This is an optimization exercise on Yosys and OpenROAD, whose aim is small area and a short achievable clock period, not a production implementation.
In this exercise RTL edits were held to simulation tests only and were not proved equivalent to the original.
Power figures rest on the tool's default switching activity, not on a simulated workload.

===== flow/config.mk =====
export PLATFORM = sky130hd
export DESIGN_NAME = sorted_priority_queue
export DESIGN_NICKNAME = sorted_priority_queue
export VERILOG_FILES = /design/flow/design.v
export SDC_FILE = /design/flow/constraint.sdc
export NUM_CORES = 4
export LEC_CHECK = 0
export CAP_MARGIN = 20
export CORE_MARGIN = 2
export CORE_UTILIZATION = 40
export SETUP_SLACK_MARGIN = 1.4
export SLEW_MARGIN = 20
export SYNTH_HIERARCHICAL = 1

===== flow/constraint.sdc =====
create_clock -name core_clock -period 3.2 [get_ports {i_clk}]
set_input_delay 0.6400 -clock core_clock [delete_from_list [all_inputs] [get_ports {i_clk}]]
set_output_delay 0.6400 -clock core_clock [all_outputs]
set_load 0.01 [all_outputs]

===== flow/design.v =====
package spq_pkg;
    localparam int VALUE_W = 32;
    localparam int PRIO_W  = 8;
    localparam int OCC_W   = 5;
    localparam int STAT_W  = 2;
    typedef enum logic {
        KIND_INSERT = 1'b0,
        KIND_REMOVE = 1'b1
    } t_kind;
    typedef enum logic [STAT_W-1:0] {
        ST_DONE  = 2'd0,
        ST_FULL  = 2'd1,
        ST_EMPTY = 2'd2
    } t_status;
    typedef struct packed {
        logic                      kind;
        logic signed [VALUE_W-1:0] item_value;
        logic        [PRIO_W-1:0]  item_priority;
    } t_cmd;
    typedef struct packed {
        logic        [STAT_W-1:0]  status;
        logic signed [VALUE_W-1:0] head_value;
        logic        [PRIO_W-1:0]  head_priority;
        logic        [OCC_W-1:0]   occupancy;
    } t_result;
    typedef struct packed {
        logic signed [VALUE_W-1:0] item_value;
        logic        [PRIO_W-1:0]  item_priority;
    } t_entry;
    typedef struct packed {
        logic ins_en;
        logic rem_en;
    } t_cell_ctl;
endpackage
module spq_cell #(
    parameter int ENTRY_W = 40,
    parameter int PRIO_W  = 8,
    parameter bit INV       = 1'b0,
    parameter bit HAS_LEFT  = 1'b1,
    parameter bit HAS_RIGHT = 1'b1
) (
    input  logic               i_clk,
    input  logic               i_en,
    input  logic               i_sel_right,
    input  logic               i_sel_left,
    input  logic               i_sel_new,
    input  logic [ENTRY_W-1:0] i_new_x,
    input  logic [ENTRY_W-1:0] i_left,
    input  logic [ENTRY_W-1:0] i_right,
    output logic [ENTRY_W-1:0] o_entry
);
    logic [ENTRY_W-1:0] r_entry;
    logic [ENTRY_W-1:0] n_entry;
    assign o_entry = r_entry;
    assign n_entry = ~(({ENTRY_W{i_sel_right && HAS_RIGHT}} & i_right) |
                       ({ENTRY_W{i_sel_left && HAS_LEFT}}   & i_left)  |
                       ({ENTRY_W{i_sel_new}}                & i_new_x));
    always_ff @(posedge i_clk) begin
        if (i_en) begin
            r_entry <= n_entry;
        end
    end
endmodule
module sorted_priority_queue #(
    parameter int DEPTH = 16
) (
    input  logic        i_clk,
    input  logic        i_rst_n,
    input  logic        start,
    output logic        busy,
    input  logic [40:0] i_cmd,
    output logic        o_strobe,
    output logic [46:0] o_result
);
    localparam int VALUE_W = spq_pkg::VALUE_W;
    localparam int PRIO_W  = spq_pkg::PRIO_W;
    localparam int OCC_W   = spq_pkg::OCC_W;
    localparam int STAT_W  = spq_pkg::STAT_W;
    localparam int ENTRY_W = VALUE_W + PRIO_W;
    localparam int CNT_W   = $clog2(DEPTH + 1);
    localparam logic [STAT_W-1:0] ST_DONE  = 2'd0;
    localparam logic [STAT_W-1:0] ST_FULL  = 2'd1;
    localparam logic [STAT_W-1:0] ST_EMPTY = 2'd2;
    logic [CNT_W-1:0]   r_count;
    logic               r_busy;
    logic               r_strobe;
    logic [STAT_W-1:0]  r_status;
    logic [ENTRY_W-1:0] r_head;
    logic               r_ins_en;
    logic               r_rem_en;
    logic [ENTRY_W-1:0] r_new;
    logic [DEPTH-1:0]   r_flag;       
    logic [DEPTH-1:0]   r_occ;
    logic               w_accept;
    logic               w_kind;
    logic               w_full;
    logic               w_ins_acc;
    logic               w_rem_acc;
    logic [CNT_W-1:0]   w_cnt_inc;
    logic [CNT_W-1:0]   w_cnt_dec;
    logic               w_empty;
    logic [PRIO_W-1:0]  w_in_prio;
    logic [DEPTH:0]     w_cmp;        
    logic               w_cmp_new;    
    logic [DEPTH-1:0]   n_flag;
    logic [DEPTH-1:0]   w_sel_left;
    logic [DEPTH-1:0]   w_sel_new;
    logic [DEPTH-1:0]   w_en;
    logic [DEPTH-1:0][ENTRY_W-1:0] w_entry;
    logic               w_head_en;
    logic [ENTRY_W-1:0] w_head_next;
    assign busy     = r_busy;
    assign o_strobe = r_strobe;
    assign o_result = {r_status, r_head, {{(OCC_W-CNT_W){1'b0}}, r_count}};
    assign w_head_en   = (w_kind == spq_pkg::KIND_REMOVE) && !w_empty;
    assign w_head_next = r_rem_en                ? w_entry[1] :
                         (r_ins_en && r_flag[0]) ? r_new      : ~w_entry[0];
    assign w_kind    = i_cmd[40];
    assign w_in_prio = i_cmd[PRIO_W-1:0];
    assign w_accept  = start && !r_busy;
    assign w_full    = r_count[CNT_W-1];
    assign w_empty   = (r_count == '0);
    assign w_ins_acc = w_accept && (w_kind == spq_pkg::KIND_INSERT) && !w_full;
    assign w_rem_acc = w_accept && (w_kind == spq_pkg::KIND_REMOVE) && !w_empty;
    for (genvar gc = 0; gc < CNT_W; gc++) begin : g_cnt
        if (gc == 0) begin : g_lsb
            assign w_cnt_inc[gc] = !r_count[gc];
            assign w_cnt_dec[gc] = !r_count[gc];
        end else begin : g_msb
            assign w_cnt_inc[gc] = r_count[gc] ^ (&r_count[gc-1:0]);
            assign w_cnt_dec[gc] = r_count[gc] ^ !(|r_count[gc-1:0]);
        end
    end
    always_ff @(posedge i_clk) begin
        if (!i_rst_n) begin
            r_count  <= '0;
            r_busy   <= 1'b1;
            r_strobe <= 1'b0;
            r_ins_en <= 1'b0;
            r_rem_en <= 1'b0;
        end else begin
            r_busy   <= 1'b0;
            r_strobe <= w_accept;
            r_ins_en <= w_ins_acc;
            r_rem_en <= w_rem_acc;
            if (w_ins_acc) begin
                r_count <= w_cnt_inc;
            end else if (w_rem_acc) begin
                r_count <= w_cnt_dec;
            end
        end
    end
    always_ff @(posedge i_clk) begin
        r_new     <= i_cmd[ENTRY_W-1:0];
        r_flag    <= n_flag;
        r_head    <= w_head_next & {ENTRY_W{w_head_en}};
        if (w_kind == spq_pkg::KIND_INSERT) begin
            r_status <= w_full ? ST_FULL : ST_DONE;
        end else begin
            r_status <= w_empty ? ST_EMPTY : ST_DONE;
        end
    end
    always_ff @(posedge i_clk) begin
        if (!i_rst_n) begin
            r_occ <= '0;
        end else if (r_rem_en) begin
            r_occ <= {1'b0, r_occ[DEPTH-1:1]};
        end else if (r_ins_en) begin
            r_occ <= {r_occ[DEPTH-2:0], 1'b1};
        end
    end
    for (genvar gi = 0; gi < DEPTH; gi++) begin : g_ctl
        if (gi == 0) begin : g_head
            assign w_sel_left[gi] = 1'b0;
            assign w_sel_new[gi]  = r_ins_en;
        end else begin : g_body
            assign w_sel_left[gi] = r_ins_en && r_flag[gi-1];
            assign w_sel_new[gi]  = r_ins_en && !r_flag[gi-1];
        end
        assign w_en[gi] = r_rem_en || (r_ins_en && r_flag[gi]);
    end
    function automatic logic f_lt(input logic [7:0] a, input logic [7:0] b);
        logic [7:0] lt1, eq1;
        logic [3:0] lt2, eq2;
        logic [1:0] lt4, eq4;
        lt1 = ~a & b;
        eq1 = ~(a ^ b);
        for (int k = 0; k < 4; k++) begin
            lt2[k] = lt1[2*k+1] | (eq1[2*k+1] & lt1[2*k]);
            eq2[k] = eq1[2*k+1] & eq1[2*k];
        end
        for (int k = 0; k < 2; k++) begin
            lt4[k] = lt2[2*k+1] | (eq2[2*k+1] & lt2[2*k]);
            eq4[k] = eq2[2*k+1] & eq2[2*k];
        end
        f_lt = lt4[1] | (eq4[1] & lt4[0]);
    endfunction
    assign w_cmp_new   = f_lt(r_new[PRIO_W-1:0], w_in_prio);
    assign w_cmp[DEPTH] = 1'b1;
    for (genvar gi = 0; gi < DEPTH; gi++) begin : g_cell
        localparam bit INV = ((gi % 2) == 0);
        logic [ENTRY_W-1:0] w_left;
        logic [ENTRY_W-1:0] w_right;
        logic [PRIO_W-1:0]  w_prio;
        assign w_prio     = w_entry[gi][PRIO_W-1:0] ^ {PRIO_W{INV}};
        assign w_cmp[gi]  = !r_occ[gi] || f_lt(w_prio, w_in_prio);
        logic w_keep;
        assign w_keep = !w_en[gi];
        if (gi == 0) begin : g_flag_head
            assign n_flag[gi] = (r_rem_en      && w_cmp[gi+1]) ||
                                (w_sel_new[gi] && r_flag[gi] && w_cmp_new) ||
                                (w_keep        && w_cmp[gi]);
        end else begin : g_flag_body
            assign n_flag[gi] = (r_rem_en       && w_cmp[gi+1]) ||
                                (w_sel_left[gi] && w_cmp[gi-1]) ||
                                (w_sel_new[gi] && r_flag[gi] && w_cmp_new) ||
                                (w_keep         && w_cmp[gi]);
        end
        if (gi == 0) begin : g_head
            assign w_left = '0;
        end else begin : g_body
            assign w_left = w_entry[gi-1];
        end
        if (gi == DEPTH - 1) begin : g_tail
            assign w_right = '0;
        end else begin : g_inner
            assign w_right = w_entry[gi+1];
        end
        spq_cell #(
            .ENTRY_W (ENTRY_W),
            .PRIO_W  (PRIO_W),
            .INV       (INV),
            .HAS_LEFT  (gi != 0),
            .HAS_RIGHT (gi != DEPTH - 1)
        ) u_cell (
            .i_clk       (i_clk),
            .i_en        (w_en[gi]),
            .i_sel_right (r_rem_en),
            .i_sel_left  (w_sel_left[gi]),
            .i_sel_new   (w_sel_new[gi]),
            .i_new_x     (INV ? r_new : ~r_new),
            .i_left      (w_left),
            .i_right     (w_right),
            .o_entry     (w_entry[gi])
        );
    end
endmodule

===== flow/run.sh =====
#!/bin/bash
# synth_recipe.tcl (not shown) runs the flow's synth.tcl, then flattens the netlist and writes it again
# the make line also repeats each setting of config.mk as NAME=value (left out here)
make -C /OpenROAD-flow-scripts/flow DESIGN_CONFIG=/design/flow/config.mk WORK_HOME=/design/flow/orfs CLKGATE_MAP_FILE= SYNTH_SCRIPT=/design/flow/synth_recipe.tcl finish

==> results of run 1 <==
==> state kept, by name (all words and copies together) (netlist names) <==
name and flops:
r_strobe 1, r_head 40, r_count 5, r_flag 16
r_rem_en 1, r_new 40, r_ins_en 1, g_cell.u_cell.r_entry 640
r_occ 16, r_status 2, r_busy 1
==> critical path, stage by stage <==
cell                              delay [ns]
sky130_fd_sc_hd__clkdlybuf4s15_2        0.24
sky130_fd_sc_hd__bufbuf_16              0.31
sky130_fd_sc_hd__ha_1                   0.31
sky130_fd_sc_hd__nand2_1                0.07
sky130_fd_sc_hd__o21ai_0                0.09
sky130_fd_sc_hd__nor3b_1                0.21
sky130_fd_sc_hd__buf_4                  0.17
sky130_fd_sc_hd__o21ai_0                0.11
sky130_fd_sc_hd__a211o_1                0.30
==> stage by stage <==
| step | hold slack (ns) | area, um2 | setup WS, ns |
|---|---|---|---|
| after floorplan | 0.475 | 34700 | 1.25 |
| after global placement | 0.504 | 37200 | 0.390 |
| after detailed placement | 0.533 | 37200 | 0.359 |
| after CTS | 0.398 | 41600 | 1.33 |
| after global routing | 0.404 | 42500 | 1.27 |
| final | 0.423 | 42500 | 1.29 |
==> path summary, 6_finish.rpt <==
kind / cells past startpoint / slack (ns) / from / to
setup reg to reg: 7 / 1.29 / r_count[4]$_SDFFE_PN0P_ / r_head[8]$_DFF_P_
setup / recovery: 9 / 1.29 / i_cmd[6] / r_flag[2]$_DFF_P_
hold reg to reg: 2 / 0.54 / r_count[4]$_SDFFE_PN0P_ / r_ins_en$_SDFF_PN0_
hold / removal: 1 / 0.42 / i_cmd[15] / r_new[15]$_DFF_P_
==> timing repair <==
item                        CTS  global route
cloned                       15             9
setup buffers               105            24
setup endpoints to repair  1393           188
pin swaps                    32            55
resized for setup           323           117
==> layer usage <==
layer,GRT usage (%),share of wire [%],vias up
li1,-,-,11200
met1,39.7,36,14000
met2,45.1,44,2584
met3,6.87,14,396
met4,13.6,4.9,0
met5,0,0,-
==> power by group <==
group	switching [mW]	internal [mW]	leakage (nW)
Clock	4.28	5.96	1.41
Sequential	0.201	11.0	6.11
Combinational	1.02	0.637	5.78
==> layout make-up <==
cell class                      instances  share of cell area [%]
Antenna cell                            1                 0.00589
Clock buffer                          113                    5.47
Clock inverter                         46                    1.30
Inverter                              132                    1.25
Multi-Input combinational cell       1319                    28.6
Sequential cell                       763                    51.1
Tap cell                             1144                    3.37
Timing Repair Buffer                  340                    8.95
==> layout by cell type, fill, tap and decap left out, drive strengths merged, types with 10 or more instances in the layout <==
| master | count |
|---|---|
| and2 | 17 |
| buf | 288 |
| mux2i | 15 |
| a222oi | 561 |
| nand2 | 43 |
| o21ai | 31 |
| a22oi | 83 |
| nor2 | 131 |
| nand2b | 18 |
| o2111ai | 13 |
| nand4 | 19 |
| a21oi | 81 |
| ha | 119 |
| dfxtp | 123 |
| bufinv | 10 |
| a211oi | 53 |
| edfxtp | 640 |
| clkinv | 33 |
| nor2b | 23 |
| clkbuf | 121 |
| clkdlybuf4s50 | 35 |
| inv | 126 |
==> results.cfg, run 1 <==
[die]
pin_count = 93
core_region_area_um2 = 85000
initial_utilization_pct = 40.3
fp.dieArea_um2 = 87900
die_h_um = 297
die_x_um = 297
core.rowCount = 107

[global_routing]
antenna_found_initial = 3
grt_max_degree = 112
grt_util_all_layers_pct = 29.4
first_global_vias = 27200
overflow = 0
grt_first_pass_wirelength_mm = 189

[timing]
fin_crit_sh_pct = 59.8
max_freq_mhz = 522
fin_tns_setup_ns = 0
rsz0062_at_grt = true
max_slew.worst_pin.slew_ns = 0.832
final-hold-violation-count = 0
slew-limit-headroom_pct = 44.5
timing.final.setup_violations = 0
timing.final.crit_period_ns = 1.91
timing_max_transition_violations_final = 0
final_skew_ns = 0.0245

[placed_design]
placement.io_buffers = 92
detailed_place_hpwl_mm = 71.6
place_congestion = 0.922
number_of_placed_cells_counting_well_taps = 3545

[setup_path]
worst_ep_arrival_time_ns = 2.47
worst_setup_path_end_kind = flip-flop
worstSetupPathType = in2reg
setup.worst_path.start_class = input port
required_ns = 3.75
timing.critical_path.fanout_max = 8

[clocking]
cts_tree = done
cts_htree_levels = 3
clock_path_buffers = 3
clk_latency_ns = 0.66
cts_made_buffers = 85
clk_pin_slew_ns = 0.06
cts_sinks = 763
root_buffer_selected_by_cts = sky130_fd_sc_hd__clkbuf_16
ctsHoldBuffers = 0

[yosys]
mappedNetlistArea_um2 = 34200
synthesis.instances = 2434
synth_area_per_cell_um2 = 14.1
synth-warning-count = 11
synthesis.nets = 2597

[drt]
route.detailed.drc = 0
detail_route.iter0.violations = 6816
route.detailed.wl_per_inst_um = 35.3
detail_route.first_pass.iterations = 13
antenna_violating_nets_post_route = 0
finalWirelength_mm = 136
dr_total_vias = 28200
avgViaCountPerCell = 7.31

[hold_path]
holdCritPathClass = in2reg

[power_and_ir_drop]
highest_ir_drop_seen_on_vdd_uv = 375
power.static_leakage_nw = 13.3
power.total_mw = 23.1
power_density_nw_per_um2 = 543

[final_layout]
nFillCells = 7127
fin_util_pct = 50.0
flow.area_growth_from_synthesis_pct = 24.1
final_stage_net_count = 2804
area.sequential_um2 = 21700
multi_input_comb_area_um2 = 12100
post_route_cells_drive_above_1_share_pct = 23.3
fin_cells = 3858

[status]
result_of_the_run = finished clean

[flow_run]
maxCapViolations = 0
==> run 2: changes to the inputs <==
--- a/flow/config.mk
+++ b/flow/config.mk
@@ -10,3 +10,3 @@
 export CORE_UTILIZATION = 40
-export SETUP_SLACK_MARGIN = 1.4
+export SETUP_SLACK_MARGIN = 1.3
 export SLEW_MARGIN = 20
==> run 2 against run 1 <==
Still clean. Sequential share of layout area rose by 1.1 points. Count of clock-buffer cells in the layout is 18 higher. Clock power barely moved. Register-to-register slack worse by 0.07 ns. Worst hold slack lost 0.012 ns. Final area is 2.1% lower. Die area is the same. Synthesized cell count is the same. First-iteration DRC count down 7.4%. Non-clock buffer count fell by 30. Utilization fell by 1.1 points. Final cell count decreased by 0.75%.
==> results.cfg, run 2 <==
[power_and_ir_drop]
highest_ir_drop_seen_on_vdd_uv = 335
power.total_mw = 22.6
power.static_leakage_nw = 13.0
power_density_nw_per_um2 = 543

[final_layout]
largestRegisters = g_cell.u_cell.r_entry: 640 flops, r_head: 40 flops, r_new: 40 flops
fin_cells = 3829
mostFrequentLayoutCell = sky130_fd_sc_hd__edfxtp_1
final_stage_net_count = 2774
final_cell_mix = 640 x sky130_fd_sc_hd__edfxtp_1, 561 x sky130_fd_sc_hd__a222oi_1, 127 x sky130_fd_sc_hd__nor2_1, 127 x sky130_fd_sc_hd__buf_4, 115 x sky130_fd_sc_hd__inv_1
flow.area_growth_from_synthesis_pct = 21.5
post_route_cells_drive_above_1_share_pct = 18.3
top_register = g_cell.u_cell.r_entry
largest_reg_flops = 640

[timing]
timing_max_transition_violations_final = 0
slew-limit-headroom_pct = 38.5
timing.final.setup_violations = 0
final-hold-violation-count = 0
timing.final.crit_period_ns = 1.99
fin_crit_sh_pct = 62.0
max_slew.worst_pin.slew_ns = 0.922
fin_tns_setup_ns = 0
max_freq_mhz = 504
final_skew_ns = 0.0209
final_critical_path_setup_slack_ns = 1.21
rsz0062_at_grt = true

[yosys]
mappedNetlistArea_um2 = 34200
synth_area_per_cell_um2 = 14.1
synthesis.nets = 2597
synthesis.instances = 2434
synth-warning-count = 11

[die]
die_h_um = 297
fp.dieArea_um2 = 87900
core_region_area_um2 = 85000
pin_count = 93
core.rowCount = 107
initial_utilization_pct = 40.3
die_x_um = 297

[hold_path]
holdCritPathClass = in2reg
hold_path_origin = i_cmd[3]
whs_endpoint = r_new[3]$_DFF_P_
worstHoldPathCells = 2

[global_routing]
grt_max_degree = 203
grt_util_all_layers_pct = 28.3
overflow = 0
antenna_found_initial = 2
first_global_vias = 27000
grt_first_pass_wirelength_mm = 183

[status]
result_of_the_run = finished clean

[drt]
detail_route.iter0.violations = 6309
finalWirelength_mm = 127
antenna_violating_nets_post_route = 0
avgViaCountPerCell = 7.11
route.detailed.wl_per_inst_um = 33.3
dr_total_vias = 27200
detail_route.first_pass.iterations = 17
route.detailed.drc = 0

[placed_design]
place_congestion = 0.965
number_of_placed_cells_counting_well_taps = 3552
placement.io_buffers = 92
pre_cts_slack_ns = 0.296
detailed_place_hpwl_mm = 73.2

[setup_path]
required_ns = 3.72
worstReg2RegStart = r_rem_en$_SDFF_PN0_
worst_r2r_endpoint = r_head[25]$_DFF_P_
r2r.worst_path.cells = 4
worst_setup_path_end_kind = flip-flop
timing.critical_path.fanout_max = 202
worstSetupPathType = reg2reg
r2r_slack_ns = 1.21
worst_ep_arrival_time_ns = 2.50
setup.worst_path.start_class = flip-flop

[clocking]
cts_tree = done
cts_htree_levels = 3
clock_path_buffers = 3
cts_made_buffers = 86
clk_pin_slew_ns = 0.05
clk_latency_ns = 0.65
cts_sinks = 763
ctsHoldBuffers = 0
root_buffer_selected_by_cts = sky130_fd_sc_hd__clkbuf_16

[flow_run]
maxCapViolations = 0
[run 2: metal layers]
metal / share of wire (%) / global-route usage, % / routed length, um / vias up
met3: 14 / 6.63 / 17500 / 305
met2: 45 / 43.8 / 57300 / 2295
met4: 4.0 / 12.0 / 5040 / 0
met1: 37 / 38.1 / 47500 / 13500
li1: - / - / - / 11100
met5: 0 / 0 / 0 / -
[run 2: cell type report]
type	instances	area [um2]
well taps	1144	1430
clock inverters	29	248
flip-flops and latches	763	21700
clock buffers	131	2600
fillers	7292	43400
multi-input cells	1318	11600
inverters	132	536
repair buffers	310	3490
diodes	2	5.00
[run 2: worst max path at each step]
stage | to | depth (start not counted) | from | slack, ns
2_1_floorplan | r_flag[2]$_DFF_P_ | 7 | r_ins_en$_SDFF_PN0_ | 1.23
3_3_place_gp | r_flag[2]$_DFF_P_ | 8 | i_cmd[3] | 0.28
3_5_place_dp | r_flag[13]$_DFF_P_ | 9 | i_cmd[2] | 0.30
4_1_cts | r_flag[2]$_DFF_P_ | 6 | g_cell[2].u_cell.r_entry[5]$_DFFE_PP_ | 1.29
5_1_grt | r_flag[2]$_DFF_P_ | 6 | g_cell[2].u_cell.r_entry[1]$_DFFE_PP_ | 1.18
6_report | r_head[25]$_DFF_P_ | 4 | r_rem_en$_SDFF_PN0_ | 1.21
[run 2: critical path: stages (launching register included)]
cell and delay, ns:
sky130_fd_sc_hd__dfxtp_4 0.58, sky130_fd_sc_hd__buf_16 0.48, sky130_fd_sc_hd__a211oi_1 0.10, sky130_fd_sc_hd__a21oi_1 0.34
sky130_fd_sc_hd__nor2_1 0.07
[run 2: what timing repair did]
action | 4_1_cts | 5_1_grt
cloned | 7 | 4
buffers inserted | 68 | 36
gates resized for setup | 183 | 78
pin swaps | 24 | 39
setup endpoints to repair | 1109 | 482
[run 2: power by group]
group / switching, mW / total [mW] / internal, mW / leakage (nW)
Combinational: 0.905 / 1.46 / 0.557 / 5.52
Clock: 4.12 / 9.97 / 5.85 / 1.40
Sequential: 0.204 / 11.2 / 11.0 / 6.11
[run 2: through the flow]
| stage | hold WS (ns) | instance area [um2] | util, % |
|---|---|---|---|
| 2_1_floorplan | 0.475 | 34400 | - |
| 3_3_place_gp | 0.505 | 36900 | 43.5 |
| 3_5_place_dp | 0.525 | 36900 | 43.5 |
| 4_1_cts | 0.408 | 40900 | 48.1 |
| 5_1_grt | 0.398 | 41600 | 48.9 |
| 6_report | 0.411 | 41600 | 48.9 |

==> port drivers added, routing unchanged <==
No port has a modelled driver above. Below, the same layouts with a new extraction and two added sets of constraints.
Step 1 assumes that a clkbuf_16 drives the clock port and a buf_2 every other input.
Step 2, shift: input delay + t, output delay - t, t = (earliest + latest rising clock arrival at the registers) / 2. This alone moves slack from input paths to output paths.
a / b / c = ideal / step 1 / step 2; a / b = the first two.
run	t, ns	slack for setup (ns)	worst register clock-pin slew, ns
run 1	0.714	1.285 / 1.290 / 0.615	0.06 / 0.06
run 2	0.698	1.215 / 1.215 / 0.633	0.06 / 0.06
After both steps every run listed still meets setup and hold. For run 1, which loses most, drivers alone change the setup slack by +0.005 ns; drivers and shift together by -0.670 ns.
